From an optimization exercise on the open Yosys and OpenROAD flow, aimed at small area and a short achievable clock period; shortcuts taken in it are not production practice.
Where RTL was checked, it was by simulation tests only, not by an equivalence proof against the original.
Power and IR drop assume default switching activity.

==> run Z: inputs <==
Design pcie_cfg_top, start of the top module:
module pcie_cfg_top (
    input  logic          clk_pcie,
    input  logic          rst,
    input  logic          i_cmd_valid,
    input  logic [63:0]   i_cmd,
    output logic          o_cmd_ready,
    output logic          o_rsp_valid,
    output logic [31:0]   o_rsp,
    input  logic          i_rsp_ready,
    output logic [49:0]   o_mgmt,
    input  logic [32:0]   i_mgmt,
    input  logic [47:0]   i_status,
    output logic [15:0]   o_pcie_id
);
==> flow/config.mk <==
export PLATFORM = sky130hd
export DESIGN_NAME = pcie_cfg_top
export DESIGN_NICKNAME = pcie_cfg_top
export VERILOG_FILES = /design/flow/design.v
export SDC_FILE = /design/flow/constraint.sdc
export NUM_CORES = 4
export LEC_CHECK = 0
export ABC_CLOCK_PERIOD_IN_PS = 3000
export CAP_MARGIN = 20
export CORE_MARGIN = 2
export CORE_UTILIZATION = 40
export CTS_CLUSTER_DIAMETER = 100
export CTS_CLUSTER_SIZE = 25
export SETUP_SLACK_MARGIN = 3.8
export SLEW_MARGIN = 20
==> flow/constraint.sdc <==
create_clock -name core_clock -period 7.0 [get_ports {clk_pcie}]
set_input_delay 1.4000 -clock core_clock [delete_from_list [all_inputs] [get_ports {clk_pcie}]]
set_output_delay 1.4000 -clock core_clock [all_outputs]
set_load 0.01 [all_outputs]
run.sh (not shown) runs the stock make flow with config.mk's settings and CLKGATE_MAP_FILE= SYNTH_SCRIPT=/design/flow/synth_recipe.tcl, a recipe that flattens the netlist after the stock synthesis.
==> run B (differences from run Z) <==
--- a/flow/design.v
+++ b/flow/design.v
@@ -13,46 +13,12 @@
         32'd20,                  
         16'h0000,                
         RW_MAGIC                 
     };
 endpackage
 `timescale 1ns/10ps
-module cfg_trit_enc (
-    input  logic [5:0] i_mv,      
-    output logic [4:0] o_code
-);
-    logic ma, va, mb, vb, mc, vc;
-    assign {mc, vc, mb, vb, ma, va} = i_mv;
-    always_comb
-    begin
-        case ({mc, mb, ma})
-            3'b111:  o_code = {2'b11, vc, vb, va};
-            3'b011:  o_code = {3'b100, vb, va};
-            3'b101:  o_code = {3'b101, vc, va};
-            3'b110:  o_code = {3'b010, vc, vb};
-            3'b001:  o_code = {4'b0110, va};
-            3'b010:  o_code = {4'b0111, vb};
-            3'b100:  o_code = {4'b0000, vc};
-            default: o_code = 5'b00100;
-        endcase
-    end
-endmodule
-module cfg_trit_dec (
-    input  logic [4:0] i_code,
-    output logic [5:0] o_mv       
-);
-    logic [4:0] c;
-    assign c = i_code;
-    assign o_mv[1] = c[4] | (c[3] & c[2] & ~c[1]);
-    assign o_mv[0] = c[0];
-    assign o_mv[3] = (c[4] & c[3]) | (c[4] & ~c[2]) | (~c[4] & c[3] & ~c[2]) | (~c[4] & c[3] & c[1]);
-    assign o_mv[2] = c[4] ? c[1] : c[0];
-    assign o_mv[5] = (c[4] & c[3]) | (c[4] & c[2]) | (~c[4] & c[3] & ~c[2]) | (~c[4] & ~c[3] & ~c[2] & ~c[1]);
-    assign o_mv[4] = (c[4] & c[3]) ? c[2] : ((c[4] | c[3]) ? c[1] : c[0]);
-endmodule
-`timescale 1ns/10ps
 module pcie_cfg_top (
     input  logic          clk_pcie,
     input  logic          rst,
     input  logic          i_cmd_valid,
     input  logic [63:0]   i_cmd,
     output logic          o_cmd_ready,
@@ -75,22 +41,19 @@
     logic         done;
     logic         busy;
     logic         launch;
     logic         timer_run;
     logic         auto_wr;
     logic [1:0]   mgmt_en;
-    logic [44:0]  cmd_in;
-    logic [44:0]  hd;
+    logic [49:0]  cmd_in;
+    logic [49:0]  hd;
     logic         hd_v;
-    logic [44:0]  cring [15];
+    logic [49:0]  cring [15];
     logic [14:0]  c_rp;
     logic [14:0]  c_wp;
-    logic [44:0]  c_rd;
-    logic [44:0]  hd_d;
-    logic         hd_rw_ok;      
-    logic         hd_ro_ok;      
+    logic [49:0]  c_rd;
     logic [3:0]   c_rc;
     logic         wr_en_q;
     logic [15:0]  hd_val;
     logic [15:0]  hd_msk;
     logic [15:0]  hd_addr;
     logic [1:0]   hd_typ;
@@ -101,52 +64,32 @@
     logic         pop;
     logic         cmd_rd;
     logic         cmd_wr;
     logic         hfree;
     logic         c_take;
     logic         c_push_ring;
-    logic [26:0]  cmd_code;
-    logic [26:0]  hd_code;
-    for (genvar g = 0; g < 5; g++)
-    begin : g_tenc
-        cfg_trit_enc u_enc (
-            .i_mv({i_cmd[32+3*g+2], i_cmd[48+3*g+2], i_cmd[32+3*g+1], i_cmd[48+3*g+1],
-                   i_cmd[32+3*g], i_cmd[48+3*g]}),    
-            .o_code(cmd_code[5*g +: 5])
-        );
-        cfg_trit_dec u_dec (
-            .i_code(hd_code[5*g +: 5]),
-            .o_mv({hd_msk[3*g+2], hd_val[3*g+2], hd_msk[3*g+1], hd_val[3*g+1],
-                   hd_msk[3*g], hd_val[3*g]})
-        );
-    end
-    assign cmd_code[26:25] = {i_cmd[47], i_cmd[47] & i_cmd[63]};
-    assign hd_msk[15]      = hd_code[26];
-    assign hd_val[15]      = hd_code[25];
-    assign cmd_in  = {cmd_code, i_cmd[31:16], i_cmd[13:12]};
-    assign hd_code = hd[44:18];
+    assign cmd_in  = {i_cmd[63:16], i_cmd[13:12]};
+    assign hd_val  = hd[49:34];
+    assign hd_msk  = hd[33:18];
     assign hd_addr = hd[17:2];
     assign hd_typ  = hd[1:0];
     assign c_full      = hd_v & (c_rc == 4'd15);
     assign o_cmd_ready = ~c_full;
     assign c_push      = i_cmd_valid & ~c_full;
     assign c_rne       = (c_rc != 4'd0);
     assign pop    = hd_v & ~rsp_hold & ~(rw_q[18] & busy);
     assign cmd_rd = pop & hd_typ[0];
     assign cmd_wr = pop & hd_typ[1] & hd_addr[15];
     assign hfree       = ~hd_v | (pop & ~(hd_typ[1] & hd_addr[15]));
     assign c_take      = hfree & c_rne;
     assign c_push_ring = c_push & ~(hfree & ~c_rne);
-    assign hd_d = c_rne ? c_rd : cmd_in;
     always_ff @(posedge clk_pcie)
     begin
         if (hfree)
         begin
-            hd       <= hd_d;
-            hd_rw_ok <= (hd_d[16:7] == 10'd0) & hd_d[17];
-            hd_ro_ok <= (hd_d[16:7] == 10'd0) & ~hd_d[17];
+            hd <= c_rne ? c_rd : cmd_in;
         end
         for (int i = 0; i < 15; i++)
         begin
             if (c_wp[i] & ((c_rc != 4'd15) | wr_en_q))
             begin
                 cring[i] <= cmd_in;
@@ -155,13 +98,13 @@
     end
     always_comb
     begin
         c_rd = '0;
         for (int i = 0; i < 15; i++)
         begin
-            c_rd = c_rd | (cring[i] & {45{c_rp[i]}});
+            c_rd = c_rd | (cring[i] & {50{c_rp[i]}});
         end
     end
     always_ff @(posedge clk_pcie)
     begin
         if (rst)
         begin
@@ -190,12 +133,17 @@
             else if (c_take & ~c_push_ring)
             begin
                 c_rc <= c_rc - 4'd1;
             end
         end
     end
+    logic [7:0]   rw_b [20];
+    logic [7:0]   ro_b [24];
+    logic [7:0]   rd_b [32];
+    logic [5:0]   o_hi;
+    logic         rd_small;
     logic [7:0]   rd_lo;
     logic [7:0]   rd_hi;
     logic [31:0]  rsp_word;
     logic [191:0] ro;
     assign ro = {
         res,
@@ -206,40 +154,30 @@
         i_status[31:16],
         i_status[34:32], i_status[39:35], i_status[47:40],
         32'd24,
         14'h0000, mgmt_en,
         cfg_pkg::RO_MAGIC
     };
-    logic [23:0]  rsel_rw;
-    logic [23:0]  rsel_ro;
     always_comb
     begin
-        for (int k = 0; k < 24; k++)
-        begin
-            rsel_rw[k] = hd_rw_ok & (hd_addr[4:0] == 5'(k)) & (k < 20);
-            rsel_ro[k] = hd_ro_ok & (hd_addr[4:0] == 5'(k));
-        end
-        rd_lo = 8'h00;
-        rd_hi = 8'h00;
-        for (int k = 0; k < 24; k++)
+        for (int k = 0; k < 32; k++)
         begin
-            if (k < 20)
-            begin
-                rd_lo = rd_lo | (rw_q[8*(k % 20) +: 8] & {8{rsel_rw[k]}});
-            end
-            if (k < 19)
+            if (hd_addr[15])
             begin
-                rd_hi = rd_hi | (rw_q[8*((k + 1) % 20) +: 8] & {8{rsel_rw[k]}});
+                rd_b[k] = (k < 20) ? rw_q[8*(k % 20) +: 8] : 8'h00;
             end
-            rd_lo = rd_lo | (ro[8*k +: 8] & {8{rsel_ro[k]}});
-            if (k < 23)
+            else
             begin
-                rd_hi = rd_hi | (ro[8*((k + 1) % 24) +: 8] & {8{rsel_ro[k]}});
+                rd_b[k] = (k < 24) ? ro[8*(k % 24) +: 8] : 8'h00;
             end
         end
     end
+    assign rd_small = (hd_addr[14:5] == 10'd0);
+    assign o_hi     = {1'b0, hd_addr[4:0]} + 6'd1;
+    assign rd_lo    = rd_small ? rd_b[hd_addr[4:0]] : 8'h00;
+    assign rd_hi    = (rd_small & ~o_hi[5]) ? rd_b[o_hi[4:0]] : 8'h00;
     assign rsp_word = {hd_addr, rd_lo, rd_hi};
     logic [31:0]  rhd;
     logic         rhd_v;
     logic [31:0]  rring [15];
     logic [14:0]  r_rp;
     logic [14:0]  r_wp;
@@ -306,13 +244,13 @@
                 r_rc <= r_rc - 4'd1;
             end
         end
     end
     logic         wr_small;
     logic [159:0] rw_wr;
-    assign wr_small = hd_rw_ok;
+    assign wr_small = (hd_addr[14:5] == 10'd0);
     always_comb
     begin
         logic       lo_hit;
         logic       hi_hit;
         logic [7:0] bm;
         logic [7:0] bv;
CTS_BUF_LIST = sky130_fd_sc_hd__clkbuf_4 sky130_fd_sc_hd__clkbuf_8   (was unset)
CTS_CLUSTER_DIAMETER = unset   (was 100)
CTS_CLUSTER_SIZE = 30   (was 25)
==> run R (differences from run Z) <==
--- a/flow/design.v
+++ b/flow/design.v
@@ -82,15 +82,12 @@
     logic [44:0]  hd;
     logic         hd_v;
     logic [44:0]  cring [15];
     logic [14:0]  c_rp;
     logic [14:0]  c_wp;
     logic [44:0]  c_rd;
-    logic [44:0]  hd_d;
-    logic         hd_rw_ok;      
-    logic         hd_ro_ok;      
     logic [3:0]   c_rc;
     logic         wr_en_q;
     logic [15:0]  hd_val;
     logic [15:0]  hd_msk;
     logic [15:0]  hd_addr;
     logic [1:0]   hd_typ;
@@ -133,20 +130,17 @@
     assign pop    = hd_v & ~rsp_hold & ~(rw_q[18] & busy);
     assign cmd_rd = pop & hd_typ[0];
     assign cmd_wr = pop & hd_typ[1] & hd_addr[15];
     assign hfree       = ~hd_v | (pop & ~(hd_typ[1] & hd_addr[15]));
     assign c_take      = hfree & c_rne;
     assign c_push_ring = c_push & ~(hfree & ~c_rne);
-    assign hd_d = c_rne ? c_rd : cmd_in;
     always_ff @(posedge clk_pcie)
     begin
         if (hfree)
         begin
-            hd       <= hd_d;
-            hd_rw_ok <= (hd_d[16:7] == 10'd0) & hd_d[17];
-            hd_ro_ok <= (hd_d[16:7] == 10'd0) & ~hd_d[17];
+            hd <= c_rne ? c_rd : cmd_in;
         end
         for (int i = 0; i < 15; i++)
         begin
             if (c_wp[i] & ((c_rc != 4'd15) | wr_en_q))
             begin
                 cring[i] <= cmd_in;
@@ -190,12 +184,13 @@
             else if (c_take & ~c_push_ring)
             begin
                 c_rc <= c_rc - 4'd1;
             end
         end
     end
+    logic         rd_small;
     logic [7:0]   rd_lo;
     logic [7:0]   rd_hi;
     logic [31:0]  rsp_word;
     logic [191:0] ro;
     assign ro = {
         res,
@@ -208,18 +203,19 @@
         32'd24,
         14'h0000, mgmt_en,
         cfg_pkg::RO_MAGIC
     };
     logic [23:0]  rsel_rw;
     logic [23:0]  rsel_ro;
+    assign rd_small = (hd_addr[14:5] == 10'd0);
     always_comb
     begin
         for (int k = 0; k < 24; k++)
         begin
-            rsel_rw[k] = hd_rw_ok & (hd_addr[4:0] == 5'(k)) & (k < 20);
-            rsel_ro[k] = hd_ro_ok & (hd_addr[4:0] == 5'(k));
+            rsel_rw[k] = rd_small & hd_addr[15] & (hd_addr[4:0] == 5'(k)) & (k < 20);
+            rsel_ro[k] = rd_small & ~hd_addr[15] & (hd_addr[4:0] == 5'(k));
         end
         rd_lo = 8'h00;
         rd_hi = 8'h00;
         for (int k = 0; k < 24; k++)
         begin
             if (k < 20)
@@ -306,13 +302,13 @@
                 r_rc <= r_rc - 4'd1;
             end
         end
     end
     logic         wr_small;
     logic [159:0] rw_wr;
-    assign wr_small = hd_rw_ok;
+    assign wr_small = (hd_addr[14:5] == 10'd0);
     always_comb
     begin
         logic       lo_hit;
         logic       hi_hit;
         logic [7:0] bm;
         logic [7:0] bv;
CORE_UTILIZATION = 60   (was 40)
CTS_CLUSTER_DIAMETER = 90   (was 100)
CTS_CLUSTER_SIZE = 28   (was 25)
==> summary of the runs <==
Clock skew: run B > run Z > run R.
Maximum frequency, lowest first: run B, run R, run Z.
Global-route usage: run R > run B > run Z.
Area after synthesis: run B is larger than run R (about 4.3%).
Between run R and run B, the lower core utilization is in run B (gap 20 points).
The highest clock power belongs to run B, the lowest to run R.
Count of clock-buffer cells in the layout: run B is higher than run R (285).
Final cell count: run R < run Z < run B.
Wire length: run Z is lower than run B (about 11%).
Between run Z and run B, the lower sequential cell count is in run Z (gap 78).
Function not checked in run Z and run B: the RTL went through the layout flow alone.

what the ideal ports hide:
In the flow no input, the clock included, has a driving cell. The finished layouts below were timed again as built, in two steps. Step 1, drivers: a clkbuf_16 drives clk_pcie and a buf_2 each remaining input, both assumed. Step 2 adds t to the input delays and takes it off the output delays; t is the mean of the earliest and latest rising clock arrival at the registers after step 1. Input paths then give back, and output paths get back, about the clock's delay inside the block. Slacks: ideal ports / drivers / drivers and shift; pairs: ideal ports / drivers.
run | t (ns) | setup slack, ns | worst slew at a driven data input, ns | cell pins on the clock port's net
run Z | 0.793 | 3.755 / 3.747 / 3.186 | 0.14 | 1
run B | 1.054 | 3.690 / 3.690 / 2.879 | 0.20 | 1
run R | 0.766 | 3.718 / 3.707 / 3.224 | 0.10 | 1
After both steps setup and hold are still met in every run listed. For run B, which loses most, drivers alone change the setup slack by 0.000 ns; drivers and shift together by -0.811 ns.
